This design comes from an exercise in tuning for a short achievable clock period and few clock cycles on the open sky130 flow, not from production work. Function was checked by simulation only, so behaviour that the tests miss may differ from the original. Power figures rest on the tool's default switching activity, not on a simulated workload.

`flow/design.v`:
```
package rv_pkg;
  localparam int XLEN = 32;
  typedef logic [XLEN-1:0] word_t;   
  typedef logic [4:0]      reg_idx_t;
  localparam word_t RESET_PC     = 32'h0000_0000;
  localparam word_t EBREAK_INSTR = 32'h0010_0073;
  localparam logic [6:0] OPC_LOAD   = 7'b000_0011;
  localparam logic [6:0] OPC_STORE  = 7'b010_0011;
  localparam logic [6:0] OPC_OP_IMM = 7'b001_0011;
  localparam logic [6:0] OPC_OP     = 7'b011_0011;
  localparam logic [6:0] OPC_LUI    = 7'b011_0111;
  localparam logic [6:0] OPC_AUIPC  = 7'b001_0111;
  localparam logic [6:0] OPC_BRANCH = 7'b110_0011;
  localparam logic [6:0] OPC_JAL    = 7'b110_1111;
  localparam logic [6:0] OPC_JALR   = 7'b110_0111;
  localparam logic [6:0] OPC_SYSTEM = 7'b111_0011;
  localparam int A_ADD = 9, A_SUB = 8, A_SLL = 7, A_SLT = 6, A_SLTU = 5,
                 A_XOR = 4, A_SRL = 3, A_SRA = 2, A_OR = 1, A_AND = 0;
  typedef logic [9:0] alu_sel_t;
  localparam int B_EQ = 5, B_NE = 4, B_LT = 3, B_GE = 2, B_LTU = 1, B_GEU = 0;
  typedef logic [5:0] br_sel_t;
  typedef enum logic [1:0] {
    C_IMM,     
    C_PCIMM,   
    C_PC4      
  } c_sel_e;
  typedef struct packed {
    logic     reg_write;   
    logic     rs1_read;
    logic     rs2_read;
    logic     use_imm;     
    alu_sel_t alu;
    logic     use_c;       
    c_sel_e   c_sel;
    logic     is_load;
    logic     is_store;
    logic     is_branch;
    br_sel_t  br;
    logic     is_jal;
    logic     is_jalr;
    logic     is_ebreak;
    logic     illegal;
  } dec_ctrl_t;
  typedef struct packed {
    logic        rs1_read;
    logic        rs2_read;
    logic        agu;        
    logic        store;
    logic [31:1] rs1_oh;     
    logic [31:1] rs2_oh;
  } predec_t;
  typedef struct packed {
    predec_t pd;
    word_t imm;
    word_t instr;
    word_t pc;
    word_t pnpc;     
    logic  ptaken;   
  } fq_ent_t;
endpackage
`timescale 1ns/1ps
module reg_file (
  input  logic             clk,
  input  logic [31:1]      rs1_oh,
  input  logic [31:1]      rs2_oh,
  input  logic             hit1,           
  input  logic             hit2,
  input  rv_pkg::reg_idx_t rd_idx,
  input  logic             rd_we,
  input  rv_pkg::word_t    rd_data,
  input  rv_pkg::word_t    rd_fast_data,   
  output rv_pkg::word_t    rs1_data,
  output rv_pkg::word_t    rs2_data,
  output rv_pkg::word_t    rs1_fast         
);
  rv_pkg::word_t regs [1:31];   
  rv_pkg::word_t rs1_raw, rs2_raw;
  always_ff @(posedge clk) begin
    if (rd_we && rd_idx != '0)
      regs[rd_idx] <= rd_data;
  end
  always_comb begin
    rs1_raw = '0;
    rs2_raw = '0;
    for (int i = 1; i < 32; i++) begin
      rs1_raw = rs1_raw | (regs[i] & {rv_pkg::XLEN{rs1_oh[i]}});
      rs2_raw = rs2_raw | (regs[i] & {rv_pkg::XLEN{rs2_oh[i]}});
    end
  end
  assign rs1_data = hit1 ? rd_data : rs1_raw;
  assign rs1_fast = hit1 ? rd_fast_data : rs1_raw;
  assign rs2_data = hit2 ? rd_data : rs2_raw;
endmodule
`timescale 1ns/1ps
module inst_decoder (
  input  rv_pkg::word_t     instr,
  output rv_pkg::dec_ctrl_t ctrl,
  output rv_pkg::reg_idx_t  rs1_idx,
  output rv_pkg::reg_idx_t  rs2_idx,
  output rv_pkg::reg_idx_t  rd_idx
);
  logic [6:0] opcode;
  logic [2:0] funct3;
  logic [6:0] funct7;
  logic       alt;   
  assign opcode  = instr[6:0];
  assign funct3  = instr[14:12];
  assign funct7  = instr[31:25];
  assign rd_idx  = instr[11:7];
  assign rs1_idx = instr[19:15];
  assign rs2_idx = instr[24:20];
  assign alt     = (funct7 == 7'b010_0000);
  function automatic logic [9:0] arith_op(input logic [2:0] f3, input logic sub_sra);
    case (f3)
      3'b000:  arith_op = sub_sra ? 10'b01_0000_0000 : 10'b10_0000_0000;
      3'b001:  arith_op = 10'b00_1000_0000;
      3'b010:  arith_op = 10'b00_0100_0000;
      3'b011:  arith_op = 10'b00_0010_0000;
      3'b100:  arith_op = 10'b00_0001_0000;
      3'b101:  arith_op = sub_sra ? 10'b00_0000_0100 : 10'b00_0000_1000;
      3'b110:  arith_op = 10'b00_0000_0010;
      default: arith_op = 10'b00_0000_0001;
    endcase
  endfunction
  always_comb begin
    ctrl = '0;
    case (opcode)
      rv_pkg::OPC_OP_IMM: begin
        ctrl.reg_write = 1'b1;
        ctrl.rs1_read  = 1'b1;
        ctrl.use_imm   = 1'b1;
        ctrl.alu       = arith_op(funct3, funct3 == 3'b101 && alt);   
        if (funct3 == 3'b001)
          ctrl.illegal = (funct7 != 7'b0);
        else if (funct3 == 3'b101)
          ctrl.illegal = (funct7 != 7'b0) && !alt;
      end
      rv_pkg::OPC_OP: begin
        ctrl.reg_write = 1'b1;
        ctrl.rs1_read  = 1'b1;
        ctrl.rs2_read  = 1'b1;
        ctrl.alu       = arith_op(funct3, alt);
        ctrl.illegal   = (funct7 != 7'b0) && !(alt && (funct3 == 3'b000 || funct3 == 3'b101));
      end
      rv_pkg::OPC_LUI: begin
        ctrl.reg_write = 1'b1;
        ctrl.use_c     = 1'b1;
        ctrl.c_sel     = rv_pkg::C_IMM;
      end
      rv_pkg::OPC_AUIPC: begin
        ctrl.reg_write = 1'b1;
        ctrl.use_c     = 1'b1;
        ctrl.c_sel     = rv_pkg::C_PCIMM;
      end
      rv_pkg::OPC_JAL: begin
        ctrl.reg_write = 1'b1;
        ctrl.is_jal    = 1'b1;
        ctrl.use_c     = 1'b1;
        ctrl.c_sel     = rv_pkg::C_PC4;
      end
      rv_pkg::OPC_JALR: begin
        ctrl.reg_write = 1'b1;
        ctrl.is_jalr   = 1'b1;
        ctrl.rs1_read  = 1'b1;
        ctrl.use_imm   = 1'b1;   
        ctrl.alu[rv_pkg::A_ADD] = 1'b1;
        ctrl.use_c     = 1'b1;
        ctrl.c_sel     = rv_pkg::C_PC4;
        ctrl.illegal   = (funct3 != 3'b000);
      end
      rv_pkg::OPC_BRANCH: begin
        ctrl.is_branch = 1'b1;
        ctrl.rs1_read  = 1'b1;
        ctrl.rs2_read  = 1'b1;
        ctrl.br[rv_pkg::B_EQ]  = (funct3 == 3'b000);
        ctrl.br[rv_pkg::B_NE]  = (funct3 == 3'b001);
        ctrl.br[rv_pkg::B_LT]  = (funct3 == 3'b100);
        ctrl.br[rv_pkg::B_GE]  = (funct3 == 3'b101);
        ctrl.br[rv_pkg::B_LTU] = (funct3 == 3'b110);
        ctrl.br[rv_pkg::B_GEU] = (funct3 == 3'b111);
        ctrl.illegal   = (funct3[2:1] == 2'b01);   
      end
      rv_pkg::OPC_LOAD: begin
        ctrl.reg_write = 1'b1;
        ctrl.is_load   = 1'b1;
        ctrl.rs1_read  = 1'b1;
        ctrl.use_imm   = 1'b1;
        ctrl.alu[rv_pkg::A_ADD] = 1'b1;
        ctrl.illegal   = (funct3 != 3'b010);   
      end
      rv_pkg::OPC_STORE: begin
        ctrl.is_store  = 1'b1;
        ctrl.rs1_read  = 1'b1;
        ctrl.rs2_read  = 1'b1;
        ctrl.use_imm   = 1'b1;
        ctrl.alu[rv_pkg::A_ADD] = 1'b1;
        ctrl.illegal   = (funct3 != 3'b010);   
      end
      rv_pkg::OPC_SYSTEM: begin
        ctrl.is_ebreak = (instr == rv_pkg::EBREAK_INSTR);
        ctrl.illegal   = (instr != rv_pkg::EBREAK_INSTR);
      end
      default: ctrl.illegal = 1'b1;
    endcase
    if (ctrl.illegal) begin
      ctrl         = '0;
      ctrl.illegal = 1'b1;
    end
    if (rd_idx == '0)
      ctrl.reg_write = 1'b0;   
  end
endmodule
module inst_predecode (
  input  rv_pkg::word_t   instr,
  output rv_pkg::predec_t pd,
  output rv_pkg::word_t   imm
);
  logic [6:0] opcode;
  assign opcode = instr[6:0];
  always_comb begin
    case (opcode)
      rv_pkg::OPC_STORE:  imm = {{21{instr[31]}}, instr[30:25], instr[11:7]};
      rv_pkg::OPC_BRANCH: imm = {{20{instr[31]}}, instr[7], instr[30:25], instr[11:8], 1'b0};
      rv_pkg::OPC_LUI,
      rv_pkg::OPC_AUIPC:  imm = {instr[31:12], 12'b0};
      rv_pkg::OPC_JAL:    imm = {{12{instr[31]}}, instr[19:12], instr[20], instr[30:21], 1'b0};
      default:            imm = {{21{instr[31]}}, instr[30:20]};   
    endcase
  end
  always_comb begin
    pd.rs1_read = (opcode == rv_pkg::OPC_OP_IMM) || (opcode == rv_pkg::OPC_OP) ||
                  (opcode == rv_pkg::OPC_JALR)   || (opcode == rv_pkg::OPC_BRANCH) ||
                  (opcode == rv_pkg::OPC_LOAD)   || (opcode == rv_pkg::OPC_STORE);
    pd.rs2_read = (opcode == rv_pkg::OPC_OP) || (opcode == rv_pkg::OPC_BRANCH) ||
                  (opcode == rv_pkg::OPC_STORE);
    pd.agu      = (opcode == rv_pkg::OPC_LOAD) || (opcode == rv_pkg::OPC_STORE);
    pd.store    = (opcode == rv_pkg::OPC_STORE);
    for (int i = 1; i < 32; i++) begin
      pd.rs1_oh[i] = (instr[19:15] == 5'(i));
      pd.rs2_oh[i] = (instr[24:20] == 5'(i));
    end
  end
endmodule
`timescale 1ns/1ps
module alu (
  input  rv_pkg::alu_sel_t op,
  input  logic             use_c,         
  input  rv_pkg::word_t    c,
  input  rv_pkg::word_t    a,
  input  rv_pkg::word_t    b,
  output rv_pkg::word_t    result,
  output rv_pkg::word_t    sum            
);
  logic                  sub, no_borrow, lt_s, lt_u, arith;
  logic [4:0]            shamt;
  rv_pkg::word_t         others;
  assign sub   = op[rv_pkg::A_SUB];
  assign arith = (op[rv_pkg::A_ADD] || sub) && !use_c;
  rv_csa i_add (.a(a), .b(b ^ {rv_pkg::XLEN{sub}}), .cin(sub), .s(sum));
  rv_add #(.W(rv_pkg::XLEN)) i_cmp (.a(a), .b(~b), .cin(1'b1), .s(), .cout(no_borrow));
  assign shamt = b[4:0];
  assign lt_u  = !no_borrow;
  assign lt_s  = (a[rv_pkg::XLEN-1] != b[rv_pkg::XLEN-1]) ? a[rv_pkg::XLEN-1] : lt_u;
  always_comb begin
    others = use_c ? c : '0;
    if (op[rv_pkg::A_SLL])  others = others | (a << shamt);
    if (op[rv_pkg::A_SLT])  others = others | {{(rv_pkg::XLEN-1){1'b0}}, lt_s};
    if (op[rv_pkg::A_SLTU]) others = others | {{(rv_pkg::XLEN-1){1'b0}}, lt_u};
    if (op[rv_pkg::A_XOR])  others = others | (a ^ b);
    if (op[rv_pkg::A_SRL])  others = others | (a >> shamt);
    if (op[rv_pkg::A_SRA])  others = others | rv_pkg::word_t'($signed(a) >>> shamt);
    if (op[rv_pkg::A_OR])   others = others | (a | b);
    if (op[rv_pkg::A_AND])  others = others | (a & b);
  end
  assign result = arith ? sum : others;
endmodule
module rv_csa (
  input  rv_pkg::word_t a,
  input  rv_pkg::word_t b,
  input  logic          cin,
  output rv_pkg::word_t s
);
  logic [3:0][7:0] s0;
  logic [3:0][7:0] s1;
  logic [3:0] c0, c1;
  logic [4:0] c;
  for (genvar k = 0; k < 4; k++) begin : g_blk
    rv_add #(.W(8)) i_a0 (.a(a[8*k+7:8*k]), .b(b[8*k+7:8*k]), .cin(1'b0), .s(s0[k]), .cout(c0[k]));
    rv_add #(.W(8)) i_a1 (.a(a[8*k+7:8*k]), .b(b[8*k+7:8*k]), .cin(1'b1), .s(s1[k]), .cout(c1[k]));
    assign s[8*k+7:8*k] = c[k] ? s1[k] : s0[k];
  end
  assign c[0] = cin;
  assign c[1] = c[0] ? c1[0] : c0[0];
  assign c[2] = c[1] ? c1[1] : c0[1];
  assign c[3] = c[2] ? c1[2] : c0[2];
  assign c[4] = c[3] ? c1[3] : c0[3];
endmodule
module br_cond (
  input  rv_pkg::br_sel_t br,
  input  rv_pkg::word_t   a,
  input  rv_pkg::word_t   b,
  output logic            taken
);
  logic eq, lt_s, lt_u, no_borrow;
  rv_add #(.W(rv_pkg::XLEN)) i_cmp (.a(a), .b(~b), .cin(1'b1), .s(), .cout(no_borrow));
  assign eq   = (a == b);
  assign lt_u = !no_borrow;
  assign lt_s = (a[rv_pkg::XLEN-1] != b[rv_pkg::XLEN-1]) ? a[rv_pkg::XLEN-1] : lt_u;
  assign taken = (br[rv_pkg::B_EQ]  &&  eq)   || (br[rv_pkg::B_NE]  && !eq) ||
                 (br[rv_pkg::B_LT]  &&  lt_s) || (br[rv_pkg::B_GE]  && !lt_s) ||
                 (br[rv_pkg::B_LTU] &&  lt_u) || (br[rv_pkg::B_GEU] && !lt_u);
endmodule
module rv_add #(
  parameter int W = 32
) (
  input  logic [W-1:0] a,
  input  logic [W-1:0] b,
  input  logic         cin,
  output logic [W-1:0] s,
  output logic         cout
);
  localparam int L = (W <= 2) ? 1 : (W <= 4) ? 2 : (W <= 8) ? 3 : (W <= 16) ? 4 :
                     (W <= 32) ? 5 : 6;
  logic [W-1:0]     hp;        
  logic [L:0][W-1:0] g, p;     
  assign hp   = a ^ b;
  assign g[0] = (a & b) | {{(W-1){1'b0}}, hp[0] & cin};
  assign p[0] = hp;
  for (genvar l = 0; l < L; l++) begin : g_lvl
    for (genvar i = 0; i < W; i++) begin : g_bit
      if (i >= (1 << l)) begin : g_op
        assign g[l+1][i] = g[l][i] | (p[l][i] & g[l][i-(1<<l)]);
        assign p[l+1][i] = p[l][i] & p[l][i-(1<<l)];
      end else begin : g_pass
        assign g[l+1][i] = g[l][i];
        assign p[l+1][i] = p[l][i];
      end
    end
  end
  assign s    = hp ^ {g[L][W-2:0], cin};
  assign cout = g[L][W-1];
endmodule
`timescale 1ns/1ps
module hazard_unit (
  input  rv_pkg::reg_idx_t rs1_idx,
  input  rv_pkg::reg_idx_t rs2_idx,
  input  logic             rs1_read,
  input  logic             rs2_read,
  input  logic             agu,            
  input  rv_pkg::reg_idx_t ex_rd,
  input  logic             ex_reg_write,   
  input  logic             ex_load,
  input  rv_pkg::reg_idx_t mem_rd,
  input  logic             mem_reg_write,
  input  logic             mem_load,
  output logic             fwd1,           
  output logic             fwd2,
  output logic             stall
);
  logic rs1_ex, rs2_ex, rs1_mem;
  assign rs1_ex  = rs1_read && ex_reg_write  && (rs1_idx == ex_rd);
  assign rs2_ex  = rs2_read && ex_reg_write  && (rs2_idx == ex_rd);
  assign rs1_mem = rs1_read && mem_reg_write && (rs1_idx == mem_rd);
  assign fwd1 = rs1_ex;
  assign fwd2 = rs2_ex;
  assign stall = (ex_load && (rs1_ex || rs2_ex)) ||   
                 (agu && (rs1_ex || (rs1_mem && mem_load)));
endmodule
`timescale 1ns/1ps
module rv_core (
  input  logic          clk,
  input  logic          rst,
  output rv_pkg::word_t instr_addr,
  input  rv_pkg::word_t instr_data,
  output rv_pkg::word_t mem_addr,
  output rv_pkg::word_t mem_wdata,
  output logic          mem_read,
  output logic          mem_write,
  input  rv_pkg::word_t mem_rdata,
  output logic          halted,
  output logic          error
);
  localparam int QD = 3;    
  localparam int NB  = 8;    
  localparam int NBW = 3;    
  localparam int TW = 10;   
  typedef logic [TW-1:0] tag_t;
  rv_pkg::word_t pc, fa, npc, redir_tgt;
  logic          redir_v;   
  logic          e_redirect, d_redirect;
  rv_pkg::word_t e_tgt, d_tgt;
  assign fa         = redir_tgt | pc;
  assign instr_addr = fa;
  logic [NB-1:0]                b_val;
  tag_t [NB-1:0]                b_tag;
  rv_pkg::word_t [NB-1:0]       b_tgt;
  logic [NB-1:0][1:0]           b_ctr;
  logic [NBW-1:0] b_rr;
  logic          pp_taken, pr_taken, p_taken;
  rv_pkg::word_t pp_tgt, pr_tgt, pc4, redir4, npc_p, npc_r;
  always_comb begin
    pp_taken = 1'b0;
    pp_tgt   = '0;
    pr_taken = 1'b0;
    pr_tgt   = '0;
    for (int i = 0; i < NB; i++) begin
      if (b_val[i] && b_tag[i] == pc[TW+1:2]) begin
        pp_taken = pp_taken | b_ctr[i][1];
        pp_tgt   = pp_tgt | b_tgt[i];
      end
      if (b_val[i] && b_tag[i] == redir_tgt[TW+1:2]) begin
        pr_taken = pr_taken | b_ctr[i][1];
        pr_tgt   = pr_tgt | b_tgt[i];
      end
    end
  end
  rv_add #(.W(30)) i_pc4 (.a(pc[31:2]), .b(30'd1), .cin(1'b0), .s(pc4[31:2]), .cout());
  rv_add #(.W(30)) i_rd4 (.a(redir_tgt[31:2]), .b(30'd1), .cin(1'b0), .s(redir4[31:2]), .cout());
  assign pc4[1:0]    = pc[1:0];
  assign redir4[1:0] = redir_tgt[1:0];
  assign npc_p   = pp_taken ? pp_tgt : pc4;
  assign npc_r   = pr_taken ? pr_tgt : redir4;
  assign npc     = redir_v ? npc_r : npc_p;
  assign p_taken = redir_v ? pr_taken : pp_taken;
  logic              f_inflight;
  rv_pkg::word_t     f_pc, f_pnpc;
  logic              f_ptaken;
  logic [1:0]        q_cnt;
  logic              fetch_en;
  logic              d_pop;
  logic              e_valid, e_stop, stopped;
  rv_pkg::dec_ctrl_t e_ctrl;
  rv_pkg::reg_idx_t  e_rd;
  assign fetch_en = ({1'b0, q_cnt} + {2'b0, f_inflight}) < QD;
  always_ff @(posedge clk) begin
    if (rst) begin
      pc         <= rv_pkg::RESET_PC;
      redir_tgt  <= '0;
      redir_v    <= 1'b0;
      f_inflight <= 1'b0;
    end else begin
      redir_v    <= e_redirect || d_redirect;
      f_inflight <= fetch_en && !e_redirect && !d_redirect;   
      pc         <= (e_redirect || d_redirect) ? '0 : (fetch_en ? npc : fa);
      redir_tgt  <= e_redirect ? e_tgt : (d_redirect ? d_tgt : '0);
    end
    f_pc      <= fa;
    f_pnpc   <= npc;
    f_ptaken <= p_taken;
  end
  rv_pkg::fq_ent_t q0, q1, q2, p0, p1, f_ent;
  logic            q0_in;
  logic [1:0]      qc_pop, qc_next;
  assign qc_pop  = d_pop ? q_cnt - 2'd1 : q_cnt;
  assign qc_next = qc_pop + {1'b0, f_inflight};
  assign p0      = d_pop ? q1 : q0;
  assign q0_in   = f_inflight && qc_pop == 2'd0;
  function automatic logic same_reg(input rv_pkg::reg_idx_t r, input rv_pkg::reg_idx_t s);
    same_reg = (r == s) && (s != '0);
  endfunction
  logic e_we_now, wt1_n, wt2_n, d_wt1, d_wt2;
  assign e_we_now = e_valid && !e_stop && e_ctrl.reg_write;
  assign wt1_n = q0_in ? same_reg(e_rd, instr_data[19:15]) :
                 (d_pop ? same_reg(e_rd, q1.instr[19:15]) : same_reg(e_rd, q0.instr[19:15]));
  assign wt2_n = q0_in ? same_reg(e_rd, instr_data[24:20]) :
                 (d_pop ? same_reg(e_rd, q1.instr[24:20]) : same_reg(e_rd, q0.instr[24:20]));
  always_ff @(posedge clk) begin
    d_wt1 <= e_we_now && wt1_n && !rst;
    d_wt2 <= e_we_now && wt2_n && !rst;
  end
  assign p1      = d_pop ? q2 : q1;
  rv_pkg::predec_t f_pd;
  rv_pkg::word_t   f_imm;
  inst_predecode i_predecode (.instr(instr_data), .pd(f_pd), .imm(f_imm));
  assign f_ent   = {f_pd, f_imm, instr_data, f_pc, f_pnpc, f_ptaken};
  always_ff @(posedge clk) begin
    q0 <= q0_in ? f_ent : p0;
    q1 <= (f_inflight && qc_pop == 2'd1) ? f_ent : p1;
    q2 <= (f_inflight && qc_pop == 2'd2) ? f_ent : q2;
    if (rst || e_redirect || d_redirect)
      q_cnt <= '0;
    else
      q_cnt <= qc_next;
  end
  rv_pkg::fq_ent_t   d;
  logic              d_valid;
  rv_pkg::dec_ctrl_t d_ctrl;
  rv_pkg::word_t     d_imm, d_rs1_data, d_rs2_data, d_pc4, d_pcimm, d_c;
  rv_pkg::reg_idx_t  d_rs1, d_rs2, d_rd;
  rv_pkg::word_t     d_base, d_addr;
  logic              d_f1m, d_f2m, d_stall, d_agu;
  assign d       = q0;
  assign d_imm   = d.imm;
  assign d_valid = (q_cnt != '0);
  inst_decoder i_decoder (
    .instr(d.instr), .ctrl(d_ctrl),
    .rs1_idx(d_rs1), .rs2_idx(d_rs2), .rd_idx(d_rd)
  );
  logic              m_we, m_load;
  rv_pkg::reg_idx_t  m_rd;
  rv_pkg::word_t     m_res, m_data;
  assign m_data = m_load ? mem_rdata : m_res;
  assign d_agu  = d.pd.agu;
  reg_file i_regs (
    .clk(clk), .rs1_oh(d.pd.rs1_oh), .rs2_oh(d.pd.rs2_oh),
    .hit1(d_wt1), .hit2(d_wt2), .rd_idx(m_rd),
    .rd_we(m_we), .rd_data(m_data), .rd_fast_data(m_res),
    .rs1_data(d_rs1_data), .rs2_data(d_rs2_data), .rs1_fast(d_base)
  );
  hazard_unit i_hazard (
    .rs1_idx(d_rs1), .rs2_idx(d_rs2), .rs1_read(d.pd.rs1_read), .rs2_read(d.pd.rs2_read),
    .agu(d_agu), .ex_rd(e_rd), .ex_reg_write(e_valid && e_ctrl.reg_write),
    .ex_load(e_ctrl.is_load), .mem_rd(m_rd), .mem_reg_write(m_we), .mem_load(m_load),
    .fwd1(d_f1m), .fwd2(d_f2m), .stall(d_stall)
  );
  logic [11:0] a_imm;
  logic [19:0] a_hi_p1, a_hi_m1;
  logic        a_c12;
  assign a_imm = d_imm[11:0];   
  rv_add #(.W(12)) i_agu_lo (.a(d_base[11:0]), .b(a_imm), .cin(1'b0),
                             .s(d_addr[11:0]), .cout(a_c12));
  rv_add #(.W(20)) i_agu_p1 (.a(d_base[31:12]), .b(20'd0), .cin(1'b1), .s(a_hi_p1), .cout());
  rv_add #(.W(20)) i_agu_m1 (.a(d_base[31:12]), .b('1), .cin(1'b0), .s(a_hi_m1), .cout());
  assign d_addr[31:12] = (a_c12 == a_imm[11]) ? d_base[31:12] : (a_c12 ? a_hi_p1 : a_hi_m1);
  rv_add #(.W(30)) i_dpc4 (.a(d.pc[31:2]), .b(30'd1), .cin(1'b0), .s(d_pc4[31:2]), .cout());
  assign d_pc4[1:0] = d.pc[1:0];
  rv_add #(.W(rv_pkg::XLEN)) i_pcimm (.a(d.pc), .b(d_imm), .cin(1'b0), .s(d_pcimm), .cout());
  always_comb begin
    if (d_agu)
      d_c = d_addr;
    else
      case (d_ctrl.c_sel)
        rv_pkg::C_IMM:   d_c = d_imm;
        rv_pkg::C_PCIMM: d_c = d_pcimm;
        default:         d_c = d_pc4;
      endcase
  end
  assign stopped = halted || error;
  assign d_pop   = d_valid && !d_stall;
  rv_pkg::word_t e_pc, e_op1, e_opb, e_sd, e_c, e_pc4, e_pcimm, e_pnpc;
  logic          e_ptaken, e_rds, e_wrs;
  logic          e_m_s, e_m_t, e_m_nt;   
  rv_pkg::word_t e_tnt;                   
  logic          d_eqtgt, d_ctl;
  rv_pkg::word_t t_x, t_g, t_p;
  assign t_x = d.pc ^ d_imm ^ d.pnpc;
  assign t_g = d.pc & d_imm;
  assign t_p = d.pc | d_imm;
  assign d_eqtgt = d.ptaken && !t_x[0] &&
                   (&(t_x[31:1] ~^ (t_g[30:0] | (t_p[30:0] & t_x[30:0]))));
  assign d_ctl   = d_ctrl.is_branch || d_ctrl.is_jal || d_ctrl.is_jalr;
  logic          d_fix_jal, d_fix_br, d_fix_jalr, d_fix, d_eq_fix;
  rv_pkg::word_t d_jalr0;
  assign d_jalr0    = {d_imm[rv_pkg::XLEN-1:1], 1'b0};
  assign d_fix_jal  = d_ctrl.is_jal && !d_eqtgt;
  assign d_fix_br   = d_ctrl.is_branch && d_imm[rv_pkg::XLEN-1] && !d.ptaken;
  assign d_fix_jalr = d_ctrl.is_jalr && (d_rs1 == '0) && !(d.ptaken && d.pnpc == d_jalr0);
  assign d_fix      = d_fix_jal || d_fix_br || d_fix_jalr;
  assign d_eq_fix   = d_eqtgt || d_fix_jal || d_fix_br;   
  assign d_tgt      = d_ctrl.is_jalr ? d_jalr0 : d_pcimm;
  assign d_redirect = d_pop && d_fix && !stopped;
  always_ff @(posedge clk) begin
    e_valid  <= d_pop && !e_redirect && !e_stop && !stopped;
    e_rds    <= d_pop && !e_stop && !stopped && d_ctrl.is_load;   
    e_wrs    <= d_pop && !e_redirect && !e_stop && !stopped && d_ctrl.is_store;
    e_ctrl   <= d_ctrl;
    e_rd     <= d_rd;
    e_pc     <= d.pc;
    e_op1    <= d_f1m ? e_res : d_rs1_data;
    e_opb    <= d_ctrl.use_imm ? d_imm : (d_f2m ? e_res : d_rs2_data);
    e_sd     <= d_f2m ? e_res : d_rs2_data;
    e_c      <= d_c;
    e_pc4    <= d_pc4;
    e_pcimm  <= d_pcimm;
    e_pnpc   <= d_fix ? d_tgt : d.pnpc;
    e_ptaken <= d.ptaken || d_fix;
    e_m_s    <= (d_ctrl.is_jal && !d_eq_fix) ||
                (!d_ctl && !d_ctrl.is_ebreak && !d_ctrl.illegal && d.ptaken);
    e_m_t    <= d_ctrl.is_branch && !d_eq_fix;
    e_m_nt   <= d_ctrl.is_branch && (d.ptaken || d_fix_br);
    e_tnt    <= d_ctrl.is_jal ? d_pcimm : d_pc4;
    if (rst) begin
      e_valid <= 1'b0;
      e_rds   <= 1'b0;
      e_wrs   <= 1'b0;
    end
  end
  rv_pkg::word_t e_a, e_b, e_alu, e_sum, e_res;
  logic          e_taken, e_jalr_ok, e_ctl, e_act_taken;
  assign e_a = e_op1;
  assign e_b = e_opb;
  alu i_alu (
    .op(e_ctrl.alu), .use_c(e_ctrl.use_c), .c(e_c), .a(e_a), .b(e_b),
    .result(e_res), .sum(e_sum)
  );
  br_cond i_br (.br(e_ctrl.br), .a(e_op1), .b(e_opb), .taken(e_taken));
  function automatic logic sum_is(input rv_pkg::word_t a, input rv_pkg::word_t b,
                                  input rv_pkg::word_t k);
    rv_pkg::word_t x, g, p;
    x = a ^ b ^ k;
    g = a & b;
    p = a | b;
    sum_is = (x[1] == g[0]) && (&(x[31:2] ~^ (g[30:1] | (p[30:1] & x[30:1]))));
  endfunction
  assign e_jalr_ok = e_ptaken && sum_is(e_op1, e_opb, e_pnpc);
  assign e_ctl  = e_ctrl.is_branch || e_ctrl.is_jal || e_ctrl.is_jalr;
  assign e_stop = e_valid && (e_ctrl.is_ebreak || e_ctrl.illegal);
  assign e_act_taken = e_ctrl.is_jal || e_ctrl.is_jalr || (e_ctrl.is_branch && e_taken);
  assign e_redirect = e_valid && (e_m_s || (e_taken ? e_m_t : e_m_nt) ||
                                   (e_ctrl.is_jalr && !e_jalr_ok));
  assign e_tgt = e_ctrl.is_jalr ? {e_sum[rv_pkg::XLEN-1:1], 1'b0} :
                 e_taken        ? e_pcimm : e_tnt;
  always_ff @(posedge clk) begin
    if (rst) begin
      halted <= 1'b0;
      error  <= 1'b0;
    end else if (e_stop) begin
      halted <= e_ctrl.is_ebreak;
      error  <= e_ctrl.illegal;
    end
  end
  assign mem_addr  = {e_c[rv_pkg::XLEN-1:2], 2'b00};   
  assign mem_wdata = e_sd;
  assign mem_read  = e_rds;
  assign mem_write = e_wrs;
  always_ff @(posedge clk) begin
    m_we   <= e_valid && !e_stop && e_ctrl.reg_write;
    m_load <= e_ctrl.is_load;
    m_rd   <= e_rd;
    m_res  <= e_res;
    if (rst)
      m_we <= 1'b0;
  end
  logic          u_v, u_taken, u_uncond, u_ctl;
  logic           e_bhit, u_hit;
  logic [NBW-1:0] e_bhi, u_hi, hi;
  logic           hit;
  rv_pkg::word_t u_pc, u_tgt;
  always_ff @(posedge clk) begin
    u_v      <= e_valid && !e_stop && (e_ctl || e_ptaken);
    u_taken  <= e_act_taken;
    u_uncond <= e_ctrl.is_jal || e_ctrl.is_jalr;
    u_ctl    <= e_ctl;
    u_pc     <= e_pc;
    u_tgt    <= e_tgt;
    u_hit    <= e_bhit;
    u_hi     <= e_bhi;
    if (rst)
      u_v <= 1'b0;
  end
  always_comb begin
    e_bhit = 1'b0;
    e_bhi  = '0;
    for (int i = 0; i < NB; i++)
      if (b_val[i] && b_tag[i] == e_pc[TW+1:2]) begin
        e_bhit = 1'b1;
        e_bhi  = NBW'(i);
      end
  end
  assign hit = u_hit;
  assign hi  = u_hi;
  always_ff @(posedge clk) begin
    if (u_v) begin
      if (hit) begin
        if (!u_ctl)
          b_val[hi] <= 1'b0;   
        else if (u_taken) begin
          b_tgt[hi] <= u_tgt;
          b_ctr[hi] <= (u_uncond || b_ctr[hi] == 2'b11) ? 2'b11 : b_ctr[hi] + 2'b01;
        end else if (b_ctr[hi] != 2'b00)
          b_ctr[hi] <= b_ctr[hi] - 2'b01;
      end else if (u_taken) begin
        b_val[b_rr] <= 1'b1;
        b_tag[b_rr] <= u_pc[TW+1:2];
        b_tgt[b_rr] <= u_tgt;
        b_ctr[b_rr] <= u_uncond ? 2'b11 : 2'b10;
        b_rr        <= b_rr + 1'b1;
      end
    end
    if (rst) begin
      b_val <= '0;
      b_rr <= '0;
    end
  end
endmodule
```
`flow/flow/run.sh`:
```
#!/bin/bash
# The standard layout (the standard.sh, standard synthesis included), with timing
# repair aiming below the clock period (setup margin) so that the achieved period is as
# short as repair can make it, and a stronger buffer on each port than the default.
set -euo pipefail
bash standard.sh SETUP_SLACK_MARGIN=6.5 TNS_END_PERCENT=10 \
  'BUFFER_PORTS_ARGS=-buffer_cell sky130_fd_sc_hd__buf_8' finish > flow_standard.log 2>&1
```
`flow/standard.sh`:
```
#!/bin/bash
# synth_recipe.tcl (not shown) runs the flow's synth.tcl, then flattens the netlist and writes it again
# the make line also repeats each setting of config.mk as NAME=value (left out here)
make -C /OpenROAD-flow-scripts/flow DESIGN_CONFIG=/design/flow/config.mk WORK_HOME=/design/flow/orfs CLKGATE_MAP_FILE= SYNTH_SCRIPT=/design/flow/synth_recipe.tcl "${@:-finish}"
```
`flow/config.mk`:
```
export PLATFORM = sky130hd
export DESIGN_NAME = rv_core
export DESIGN_NICKNAME = rv_core
export VERILOG_FILES = /design/flow/design.v
export SDC_FILE = /design/flow/constraint.sdc
export NUM_CORES = 4
export LEC_CHECK = 0
export CAP_MARGIN = 20
export CORE_MARGIN = 2
export CORE_UTILIZATION = 40
export SLEW_MARGIN = 20
```
`flow/constraint.sdc`:
```
create_clock -name core_clock -period 10.5 [get_ports {clk}]
set_input_delay 2.1000 -clock core_clock [delete_from_list [all_inputs] [get_ports {clk}]]
set_output_delay 2.1000 -clock core_clock [all_outputs]
set_load 0.01 [all_outputs]
```
==> load_flow_metrics.sql, run 1 <==
INSERT INTO impl_metrics (metric_group, metric, value, unit) VALUES
('setup_path', 'required', '11.32', 'ns'),
('detailed_routing', 'detail_route.drc_violations', '0', ''),
('yosys', 'synth_top_cells_by_area', 'sky130_fd_sc_hd__edfxtp_1, sky130_fd_sc_hd__dfxtp_1, sky130_fd_sc_hd__a22oi_1', ''),
('yosys', 'synth-seq-area-share', '55.0', '%'),
('grt', 'maximum_number_of_pins_on_one_net_before_global_route_repair', '144', ''),
('detailed_routing', 'detail_route.iter0.violations', '20200', ''),
('timing', 'setup_viol', '0', ''),
('grt', 'antenna_found_initial', '27', ''),
('grt', 'grt.total_usage', '36.2', '%'),
('yosys', 'synthFlopType', 'sky130_fd_sc_hd__edfxtp_1', ''),
('setup_path', 'worstSetupStartpointType', 'register', ''),
('yosys', 'synth-adder-area-share', '3.40', '%'),
('placement', 'post_dp_cell_area', '0.131', 'mm²'),
('yosys', 'yosysUniqueCellTypes', '96', ''),
('timing', 'layout_min_cycle_time', '4.60', 'ns'),
('clock_tree', 'clock_insertion_delay_worst_skew', '0.96', 'ns'),
('floorplan', 'row_count', '203', ''),
('run_status', 'status', 'no timing/DRC/antenna violations', ''),
('floorplan', 'ioPinCount', '166', ''),
('timing', 'timing_worst_slew_pin_value', '1.29', 'ns'),
('placement', 'post-dp-hpwl', '366000', 'µm'),
('floorplan', 'initial_utilization', '40.3', '%'),
('yosys', 'synth.ff_latch_count', '2429', ''),
('yosys', 'synth_top_area_share', '46.8', '%'),
('floorplan', 'design.core.area', '0.306', 'mm²'),
('placement', 'finalWeightedCongestion', '1.01', ''),
('yosys', 'multiplexer_area_fraction_after_synthesis', '6.22', '%'),
('clock_tree', 'clock-sinks', '2429', ''),
('grt', 'overflow', '0', ''),
('worst_hold_path', 'hold_path_depth', '0', ''),
('detailed_routing', 'drt_pre_antenna_iters', '11', ''),
('yosys', 'yosys.cell_count.top_type', 'sky130_fd_sc_hd__edfxtp_1', ''),
('placement', 'placedCellCount', '14500', ''),
('yosys', 'synthesis.yosys.warnings', '5', ''),
('yosys', 'yosys.area_share.simple', '9.75', '%'),
('timing', 'layout_worst_path_cycle_share', '43.8', '%'),
('yosys', 'synth_top_family_by_area', 'compound AO/OA/AOI/OAI gates', ''),
('floorplan', 'dieHeight', '559', 'µm'),
('timing', 'achievable-frequency', '0.218', 'GHz'),
('clock_tree', 'clock_tree_from_tritoncts', 'built', ''),
('setup_path', 'critPathCaptureType', 'register', ''),
('setup_path', 'timing.reg2reg.worst_path_depth', '19', ''),
('timing', 'fin_worst_skew', '0.0790', 'ns'),
('floorplan', 'die_w', '559', 'µm'),
('worst_hold_path', 'timing.hold.worst_endpoint', 'm_load', ''),
('timing', 'finalHoldViolations', '0', ''),
('yosys', 'syn_area_per_cell', '11.5', 'µm²'),
('yosys', 'post_synth_inst_count', '10800', ''),
('timing', 'setup-tns-final', '0', 'ns'),
('yosys', 'synth_edf_count', '1923', ''),
('timing', 'report.final.slew_viol_count', '0', ''),
('power', 'leakagePower', '50.8', 'nW'),
('yosys', 'ys_async_sr_fraction', '0', '%'),
('setup_path', 'destination_of_the_worst_register_to_register_timing_path', 'e_c[22]', ''),
('grt', 'first_global_vias', '101000', ''),
('clock_tree', 'cts-htree-levels', '5', ''),
('finish', 'nets', '11300', ''),
('setup_path', 'cp_data_arrival_time', '5.42', 'ns'),
('setup_path', 'path_class', 'reg2reg', ''),
('yosys', 'synth_compound_area_share', '17.7', '%'),
('placement', 'place_ws', '4.57', 'ns'),
('clock_tree', 'numCtsBuffers', '281', ''),
('detailed_routing', 'dr_total_vias', '107000', ''),
('setup_path', 'minimum_setup_slack_among_reg_to_reg_paths', '5.90', 'ns'),
('power', 'pwr_density_cell', '300', 'mW/mm²'),
('worst_hold_path', 'min_delay_path_class', 'reg2reg', ''),
('detailed_routing', 'wl_per_cell', '39.0', 'µm'),
('timing', 'worst_slew_margin_rel', '14.1', '%'),
('timing', 'final.setup.worst_slack', '5.90', 'ns'),
('placement', 'place.port_buffers', '163', ''),
('detailed_routing', 'route.detailed.vias_per_inst', '7.05', '');
## area by class of cell
class	instances	area, µm²	area share (%)
Antenna cell	14	35.0	0.0243
Clock buffer	368	7850	5.46
Clock inverter	137	1350	0.935
Inverter	349	1350	0.936
Multi-Input combinational cell	7170	52500	36.5
Sequential cell	2429	68100	47.3
Tap cell	4100	5130	3.56
Timing Repair Buffer	665	7610	5.29
## through the flow
stage | power, W | util (%) | hold WS (ns)
after global placement | 0.0305 | 42.7 | 0.338
after detailed placement | 0.0305 | 42.7 | 0.344
final | 0.0432 | 47.0 | 0.359
after floorplan | 0.0227 | - | 0.328
after CTS | 0.0416 | 46.7 | 0.359
after global routing | 0.0437 | 47.0 | 0.360
## metal layers
metal  part of all wire, %  vias to the layer above  track usage (%)
met5                 0.044                        -            0.168
met4                   7.5                       30             21.2
met3                    16                     2379             14.2
met2                    39                    10200             48.2
met1                    38                    53000             49.3
li1                      -                    41800                -
## power by group
group	switching, W	internal (W)	leakage, nW
Clock	0.00427	0.00577	4.49
Sequential	0.00198	0.0124	22.1
Combinational	0.0127	0.00607	24.1
Total	0.0190	0.0242	50.8
## flip-flops by register name, indices dropped and copies added, names as in the netlist, 8 cells and up
register	count
b_ctr	16
b_tag	80
b_tgt	256
b_val	8
e_c	32
e_ctrl	24
e_op1	32
e_opb	32
e_pc	10
e_pcimm	32
e_pnpc	31
e_sd	32
e_tnt	32
f_pc	32
f_pnpc	32
i_regs.regs	992
m_res	32
pc	32
q0	193
q1	193
q2	193
redir_tgt	32
u_pc	10
u_tgt	32
## worst max-delay path by stage
stage / from / endpoint / slack [ns] / cells after the start
global route: q0[179] / e_c[22] / 5.89 / 19
floorplan: q0[161] / e_c[31] / 5.60 / 21
finish: q0[171] / e_c[22] / 5.90 / 19
detailed placement: e_opb[2] / q_cnt[1] / 4.57 / 16
CTS: q0[164] / e_c[31] / 6.17 / 20
global placement: e_opb[2] / pc[29] / 4.69 / 16
## logic make-up after synthesis
kind of cell | count (synthesis)
flops | 2429
fa+ha+maj | 298
other cells | 1
simple gates | 2620
xor+xnor | 577
compound gates | 3028
mux | 641
buf+inv | 1180
## layout by cell type, fill, tap and decap left out, types with 329 or more instances in the layout
cell	synthesis	final
sky130_fd_sc_hd__a21oi_1	418	399
sky130_fd_sc_hd__nor2_1	531	468
sky130_fd_sc_hd__dfxtp_1	506	439
sky130_fd_sc_hd__buf_4	37	384
sky130_fd_sc_hd__nand2_1	1083	1075
sky130_fd_sc_hd__a221oi_1	567	556
sky130_fd_sc_hd__xnor2_1	426	421
sky130_fd_sc_hd__mux2_2	467	466
sky130_fd_sc_hd__edfxtp_1	1923	1923
sky130_fd_sc_hd__inv_1	337	329
sky130_fd_sc_hd__a22oi_1	719	719
## critical path, cell delays in order, from the launching register on
cell                       delay, ns
sky130_fd_sc_hd__edfxtp_1       0.36
sky130_fd_sc_hd__buf_4          0.32
sky130_fd_sc_hd__buf_4          0.44
sky130_fd_sc_hd__a22oi_1        0.27
sky130_fd_sc_hd__nand3_1        0.11
sky130_fd_sc_hd__or4_1          0.55
sky130_fd_sc_hd__o21a_1         0.15
sky130_fd_sc_hd__ha_1           0.42
sky130_fd_sc_hd__nand2_1        0.15
sky130_fd_sc_hd__o31ai_4        0.29
sky130_fd_sc_hd__a31oi_2        0.12
sky130_fd_sc_hd__buf_6          0.19
sky130_fd_sc_hd__buf_4          0.16
sky130_fd_sc_hd__buf_6          0.12
sky130_fd_sc_hd__nor2_4         0.14
sky130_fd_sc_hd__nand3_2        0.12
sky130_fd_sc_hd__nor2_2         0.13
sky130_fd_sc_hd__a21oi_2        0.05
sky130_fd_sc_hd__xor2_1         0.20
sky130_fd_sc_hd__a21oi_1        0.09
## timing repair
| action | CTS | global route |
|---|---|---|
| resized for setup | 405 | 82 |
| pin swaps | 43 | 34 |
| hold buffers | 0 | 0 |
| buffers inserted | 120 | 27 |
| gates cloned | 21 | 3 |
| setup endpoints to repair | 1381 | 719 |
Testbench counts, summed over its fixed seeds: cycles 140,891.
==> run 2: changes to the inputs <==
--- a/flow/design.v
+++ b/flow/design.v
@@ -388,6 +388,6 @@
   rv_pkg::word_t pc, fa, npc, redir_tgt;
   logic          redir_v;   
-  logic          e_redirect, d_redirect;
-  rv_pkg::word_t e_tgt, d_tgt;
+  logic          e_redirect, d_redirect, i_redirect;
+  rv_pkg::word_t e_tgt, d_tgt, i_tgt;
   assign fa         = redir_tgt | pc;
   assign instr_addr = fa;
@@ -440,8 +440,8 @@
       f_inflight <= 1'b0;
     end else begin
-      redir_v    <= e_redirect || d_redirect;
-      f_inflight <= fetch_en && !e_redirect && !d_redirect;   
-      pc         <= (e_redirect || d_redirect) ? '0 : (fetch_en ? npc : fa);
-      redir_tgt  <= e_redirect ? e_tgt : (d_redirect ? d_tgt : '0);
+      redir_v    <= e_redirect || d_redirect || i_redirect;
+      f_inflight <= fetch_en && !e_redirect && !d_redirect && !i_redirect;   
+      pc         <= (e_redirect || d_redirect || i_redirect) ? '0 : (fetch_en ? npc : fa);
+      redir_tgt  <= e_redirect ? e_tgt : (d_redirect ? d_tgt : (i_redirect ? i_tgt : '0));
     end
     f_pc      <= fa;
@@ -473,5 +473,20 @@
   rv_pkg::word_t   f_imm;
   inst_predecode i_predecode (.instr(instr_data), .pd(f_pd), .imm(f_imm));
-  assign f_ent   = {f_pd, f_imm, instr_data, f_pc, f_pnpc, f_ptaken};
+  logic          i_fix, i_jal, i_jalr0;
+  logic [11:0]   i_lo_j, i_lo_b;
+  assign i_jal   = (instr_data[6:0] == rv_pkg::OPC_JAL);
+  assign i_jalr0 = (instr_data[6:0] == rv_pkg::OPC_JALR) && (instr_data[19:15] == '0);
+  assign i_fix   = !f_ptaken && (i_jal || i_jalr0 ||
+                   ((instr_data[6:0] == rv_pkg::OPC_BRANCH) && instr_data[31]));
+  rv_add #(.W(12)) i_ilo_j (.a(f_pc[11:0]),
+                            .b({instr_data[20], instr_data[30:21], 1'b0}),   
+                            .cin(1'b0), .s(i_lo_j), .cout());
+  rv_add #(.W(12)) i_ilo_b (.a(f_pc[11:0]),
+                            .b({instr_data[7], instr_data[30:25], instr_data[11:8], 1'b0}),
+                            .cin(1'b0), .s(i_lo_b), .cout());                 
+  assign i_tgt      = i_jalr0 ? {{20{instr_data[31]}}, instr_data[31:21], 1'b0} :
+                      {f_pc[rv_pkg::XLEN-1:12], i_jal ? i_lo_j : i_lo_b};
+  assign i_redirect = f_inflight && i_fix && !stopped;
+  assign f_ent   = {f_pd, f_imm, instr_data, f_pc, i_fix ? i_tgt : f_pnpc, f_ptaken || i_fix};
   always_ff @(posedge clk) begin
     q0 <= q0_in ? f_ent : p0;
@@ -522,21 +537,21 @@
   rv_add #(.W(20)) i_agu_p1 (.a(d_base[31:12]), .b(20'd0), .cin(1'b1), .s(a_hi_p1), .cout());
   rv_add #(.W(20)) i_agu_m1 (.a(d_base[31:12]), .b('1), .cin(1'b0), .s(a_hi_m1), .cout());
-  assign d_addr[31:12] = (a_c12 == a_imm[11]) ? d_base[31:12] : (a_c12 ? a_hi_p1 : a_hi_m1);
+  logic [19:0] a_hi_c, a_hi_nc;   
+  assign a_hi_c        = a_imm[11] ? d_base[31:12] : a_hi_p1;
+  assign a_hi_nc       = a_imm[11] ? a_hi_m1 : d_base[31:12];
+  assign d_addr[31:12] = a_c12 ? a_hi_c : a_hi_nc;
   rv_add #(.W(30)) i_dpc4 (.a(d.pc[31:2]), .b(30'd1), .cin(1'b0), .s(d_pc4[31:2]), .cout());
   assign d_pc4[1:0] = d.pc[1:0];
   rv_add #(.W(rv_pkg::XLEN)) i_pcimm (.a(d.pc), .b(d_imm), .cin(1'b0), .s(d_pcimm), .cout());
   always_comb begin
-    if (d_agu)
-      d_c = d_addr;
-    else
-      case (d_ctrl.c_sel)
-        rv_pkg::C_IMM:   d_c = d_imm;
-        rv_pkg::C_PCIMM: d_c = d_pcimm;
-        default:         d_c = d_pc4;
-      endcase
+    case (d_ctrl.c_sel)
+      rv_pkg::C_IMM:   d_c = d_imm;
+      rv_pkg::C_PCIMM: d_c = d_pcimm;
+      default:         d_c = d_pc4;
+    endcase
   end
   assign stopped = halted || error;
   assign d_pop   = d_valid && !d_stall;
-  rv_pkg::word_t e_pc, e_op1, e_opb, e_sd, e_c, e_pc4, e_pcimm, e_pnpc;
+  rv_pkg::word_t e_pc, e_op1, e_opb, e_sd, e_c, e_addr, e_pc4, e_pcimm, e_pnpc;
   logic          e_ptaken, e_rds, e_wrs;
   logic          e_m_s, e_m_t, e_m_nt;   
@@ -571,4 +586,5 @@
     e_sd     <= d_f2m ? e_res : d_rs2_data;
     e_c      <= d_c;
+    e_addr   <= d_addr;   
     e_pc4    <= d_pc4;
     e_pcimm  <= d_pcimm;
@@ -611,4 +627,6 @@
   assign e_tgt = e_ctrl.is_jalr ? {e_sum[rv_pkg::XLEN-1:1], 1'b0} :
                  e_taken        ? e_pcimm : e_tnt;
+  logic d_stop;
+  assign d_stop = d_valid && (d_ctrl.is_ebreak || d_ctrl.illegal) && !e_redirect && !stopped;
   always_ff @(posedge clk) begin
     if (rst) begin
@@ -618,7 +636,10 @@
       halted <= e_ctrl.is_ebreak;
       error  <= e_ctrl.illegal;
+    end else if (d_stop) begin
+      halted <= d_ctrl.is_ebreak;
+      error  <= d_ctrl.illegal;
     end
   end
-  assign mem_addr  = {e_c[rv_pkg::XLEN-1:2], 2'b00};   
+  assign mem_addr  = {e_addr[rv_pkg::XLEN-1:2], 2'b00};   
   assign mem_wdata = e_sd;
   assign mem_read  = e_rds;
==> run 2 against run 1 <==
Net effect:
- via count grew 4.2%
- setup slack lost 0.052 ns
- wire length grew 2.0%
- cell count grew 4.5%
- global-route usage grew 0.062 points
- maximum frequency shrank 1.1%
- core utilization grew 0.46 points
- combinational power shrank 15%
- non-clock buffer count grew 85
- count of clock-buffer cells in the layout grew 7
- largest cell class unchanged
- clock skew grew 0.023 ns
- first-iteration DRC count grew 5.4%
==> load_flow_metrics.sql, run 2 <==
INSERT INTO impl_metrics (metric_group, metric, value, unit) VALUES
('yosys', 'synth_top_cells_by_area', 'sky130_fd_sc_hd__edfxtp_1, sky130_fd_sc_hd__dfxtp_1, sky130_fd_sc_hd__a22oi_1', ''),
('power', 'post-layout-total-power', '0.0402', 'W'),
('placement', 'post_dp_cell_area', '0.132', 'mm²'),
('yosys', 'syn_area_per_cell', '11.0', 'µm²'),
('floorplan', 'dieHeight', '563', 'µm'),
('yosys', 'synth_top_area_share', '46.2', '%'),
('power', 'leakagePower', '51.5', 'nW'),
('finish', 'layout_commonest_cell', 'sky130_fd_sc_hd__edfxtp_1', ''),
('yosys', 'synthFlopType', 'sky130_fd_sc_hd__edfxtp_1', ''),
('timing', 'report.final.slew_viol_count', '0', ''),
('yosys', 'post_synth_inst_count', '11300', ''),
('detailed_routing', 'wl_per_cell', '38.0', 'µm'),
('timing', 'setup-tns-final', '0', 'ns'),
('clock_tree', 'cts-htree-levels', '5', ''),
('timing', 'finalHoldViolations', '0', ''),
('placement', 'place.port_buffers', '163', ''),
('floorplan', 'initial_utilization', '40.1', '%'),
('detailed_routing', 'detail_route.drc_violations', '0', ''),
('timing', 'setup_viol', '0', ''),
('worst_hold_path', 'min_delay_path_class', 'reg2reg', ''),
('detailed_routing', 'drt_pre_antenna_iters', '11', ''),
('finish', 'nets', '11900', ''),
('timing', 'final.setup.worst_slack', '5.85', 'ns'),
('detailed_routing', 'detail_route.iter0.violations', '21300', ''),
('grt', 'maximum_number_of_pins_on_one_net_before_global_route_repair', '126', ''),
('setup_path', 'cp_data_arrival_time', '5.45', 'ns'),
('detailed_routing', 'dr_total_vias', '112000', ''),
('setup_path', 'worst_setup_path_endpoint', 'e_addr[31]', ''),
('finish', 'top_regs', 'i_regs.regs: 992 flops, b_tgt: 256 flops', ''),
('floorplan', 'die_w', '563', 'µm'),
('grt', 'grt.total_usage', '36.3', '%'),
('grt', 'overflow', '0', ''),
('finish', 'area_growth', '18.2', '%'),
('clock_tree', 'clock_tree_from_tritoncts', 'built', ''),
('finish', 'largest_reg_flops', '992', ''),
('floorplan', 'row_count', '205', ''),
('timing', 'layout_min_cycle_time', '4.65', 'ns'),
('placement', 'place_ws', '4.27', 'ns'),
('yosys', 'synth_edf_count', '1923', ''),
('setup_path', 'timing.reg2reg.worst_path_depth', '14', ''),
('yosys', 'ys_async_sr_fraction', '0', '%'),
('clock_tree', 'clock-sinks', '2459', ''),
('setup_path', 'minimum_setup_slack_among_reg_to_reg_paths', '5.85', 'ns'),
('timing', 'fin_worst_skew', '0.102', 'ns'),
('clock_tree', 'clock_insertion_delay_worst_skew', '0.96', 'ns'),
('timing', 'worst_slew_margin_rel', '13.0', '%'),
('floorplan', 'design.core.area', '0.311', 'mm²'),
('yosys', 'synth.ff_latch_count', '2459', ''),
('yosys', 'yosysUniqueCellTypes', '102', ''),
('grt', 'antenna_found_initial', '43', ''),
('yosys', 'yosys.cell_count.top_type', 'sky130_fd_sc_hd__edfxtp_1', ''),
('power', 'pwr_density_cell', '272', 'mW/mm²'),
('setup_path', 'critPathCaptureType', 'register', ''),
('setup_path', 'path_class', 'reg2reg', ''),
('finish', 'max_flop_register', 'i_regs.regs', ''),
('timing', 'achievable-frequency', '0.215', 'GHz'),
('finish', 'post-route-util', '47.4', '%'),
('setup_path', 'crit_start', 'q0[170]', ''),
('finish', 'layout.area.seq', '0.0687', 'mm²'),
('detailed_routing', 'route.detailed.vias_per_inst', '7.03', ''),
('yosys', 'synthesis.yosys.warnings', '5', ''),
('placement', 'finalWeightedCongestion', '1.01', ''),
('timing', 'timing_worst_slew_pin_value', '1.29', 'ns'),
('setup_path', 'required', '11.30', 'ns'),
('setup_path', 'worstSetupStartpointType', 'register', ''),
('finish', 'highest_count_cells_in_the_layout_ignoring_fill_and_taps', 'sky130_fd_sc_hd__edfxtp_1, sky130_fd_sc_hd__nand2_1, sky130_fd_sc_hd__a22oi_1', ''),
('floorplan', 'ioPinCount', '166', ''),
('yosys', 'synth-seq-area-share', '54.8', '%'),
('setup_path', 'destination_of_the_worst_register_to_register_timing_path', 'e_addr[31]', ''),
('run_status', 'status', 'no timing/DRC/antenna violations', ''),
('clock_tree', 'numCtsBuffers', '281', '');
run 2: changes by cell type after synthesis, moves of 60 or more:
cell                       previous run  this run
sky130_fd_sc_hd__o21ai_0            289       542
sky130_fd_sc_hd__mux2_2             467       219
sky130_fd_sc_hd__nand2_1           1083      1252
sky130_fd_sc_hd__inv_1              337       484
sky130_fd_sc_hd__a21oi_1            418       486
sky130_fd_sc_hd__clkbuf_1           594       657
sky130_fd_sc_hd__nor2b_1             42       102
run 2: repair_timing:
item / 4_1_cts / 5_1_grt
cloned: 32 / 18
buffers inserted: 117 / 133
gates resized for setup: 390 / 286
endpoints found under the hold margin: 0 / 0
pin swaps: 52 / 99
hold buffers: 0 / 0
setup endpoints to repair: 1565 / 1147
run 2: how the worst min path moves through the flow:
stage / start / to / cells past startpoint / slack, ns
finish: e_ctrl[12] / m_load / 0 / 0.38
global route: e_ctrl[12] / m_load / 0 / 0.39
CTS: q0[76] / e_rd[4] / 0 / 0.37
detailed placement: q0[76] / e_rd[4] / 0 / 0.36
global placement: q0[74] / e_rd[2] / 0 / 0.36
floorplan: e_rd[0] / m_rd[0] / 0 / 0.33
run 2: per-stage QoR:
stage / hold slack (ns) / std cells
floorplan: 0.326 / 11300
global placement: 0.360 / 15100
detailed placement: 0.363 / 15100
CTS: 0.375 / 15700
global route: 0.386 / 15900
finish: 0.376 / 15900
run 2: worst max-delay path, stage by stage (launching register included):
cell and delay [ns]:
sky130_fd_sc_hd__edfxtp_1 0.32, sky130_fd_sc_hd__buf_4 0.42, sky130_fd_sc_hd__buf_6 0.40, sky130_fd_sc_hd__a22o_1 0.19, sky130_fd_sc_hd__a221oi_1 0.06, sky130_fd_sc_hd__and4_1 0.25
sky130_fd_sc_hd__a2bb2oi_2 0.96, sky130_fd_sc_hd__and4_1 0.38, sky130_fd_sc_hd__nor4b_1 0.51, sky130_fd_sc_hd__and3_1 0.30, sky130_fd_sc_hd__nand3_1 0.12, sky130_fd_sc_hd__nor3_1 0.31
sky130_fd_sc_hd__nand3_1 0.13, sky130_fd_sc_hd__o21ai_2 0.08, sky130_fd_sc_hd__xnor2_1 0.09
run 2: per-layer routing:
metal / vias to the layer above / global-route usage, % / wire length [µm] / part of all wire [%]
li1: 43700 / - / - / -
met1: 54400 / 48.0 / 217000 / 36
met2: 11000 / 50.3 / 239000 / 39
met3: 2784 / 13.8 / 102000 / 17
met4: 20 / 20.8 / 47400 / 7.8
met5: - / 0.346 / 277 / 0.046
run 2: cells by family (layout without fill, tap and decap cells):
kind of cell               Yosys count  in the layout  synth area share (%)
other                                1             32               0.00300
xor gates and xnor gates           581            581                  4.07
DFF                               2459           2459                  54.8
AOI/OAI and AO/OA                 3395           3396                  19.2
muxes                              414            414                  3.95
and+or+nand+nor                   2829           2839                  10.3
adders and majority gates          312            312                  3.51
buffers and inverters             1342           1751                  4.12
run 2: layout make-up:
cell class / count / area share, %
Clock buffer: 375 / 5.34
Tap cell: 4140 / 3.51
Multi-Input combinational cell: 7544 / 36.4
Sequential cell: 2459 / 46.5
Inverter: 488 / 1.27
Antenna cell: 30 / 0.0508
Timing Repair Buffer: 750 / 5.97
Clock inverter: 137 / 1.01
Timing Repair inverter: 1 / 0.00508
run 2: where the power goes:
part	switching (W)	internal [W]	total (W)
sequential	0.00145	0.0126	0.0141
clock	0.00437	0.00581	0.0102
combinational	0.0109	0.00511	0.0160
Testbench counts of run 2, summed over its fixed seeds: cycles 138,584.

-- afterwards: timing with drivers on the ports --
No port has a modelled driver above. Below, the same layouts with a new extraction and two added sets of constraints.
Step 1, drivers: a clkbuf_16 drives clk and a buf_2 each remaining input, both assumed.
Step 2 also shifts input and output timing later by t, the mid clock arrival at the registers, as if the neighbouring blocks saw the same clock.
a / b / c = ideal / step 1 / step 2; a / b = the first two.
run | shift t [ns] | slack for setup (ns) | clock arrival spread, ns | cell pins on the clock port's net
run 1 | 1.026 | 5.903 / 5.903 / 5.736 | 0.089 / 0.089 | 1
run 2 | 1.010 | 5.851 / 5.851 / 5.347 | 0.119 / 0.118 | 1
After both steps setup and hold are still met in every run listed. For run 2, which loses most, drivers alone change the setup slack by 0.000 ns; drivers and shift together by -0.504 ns.
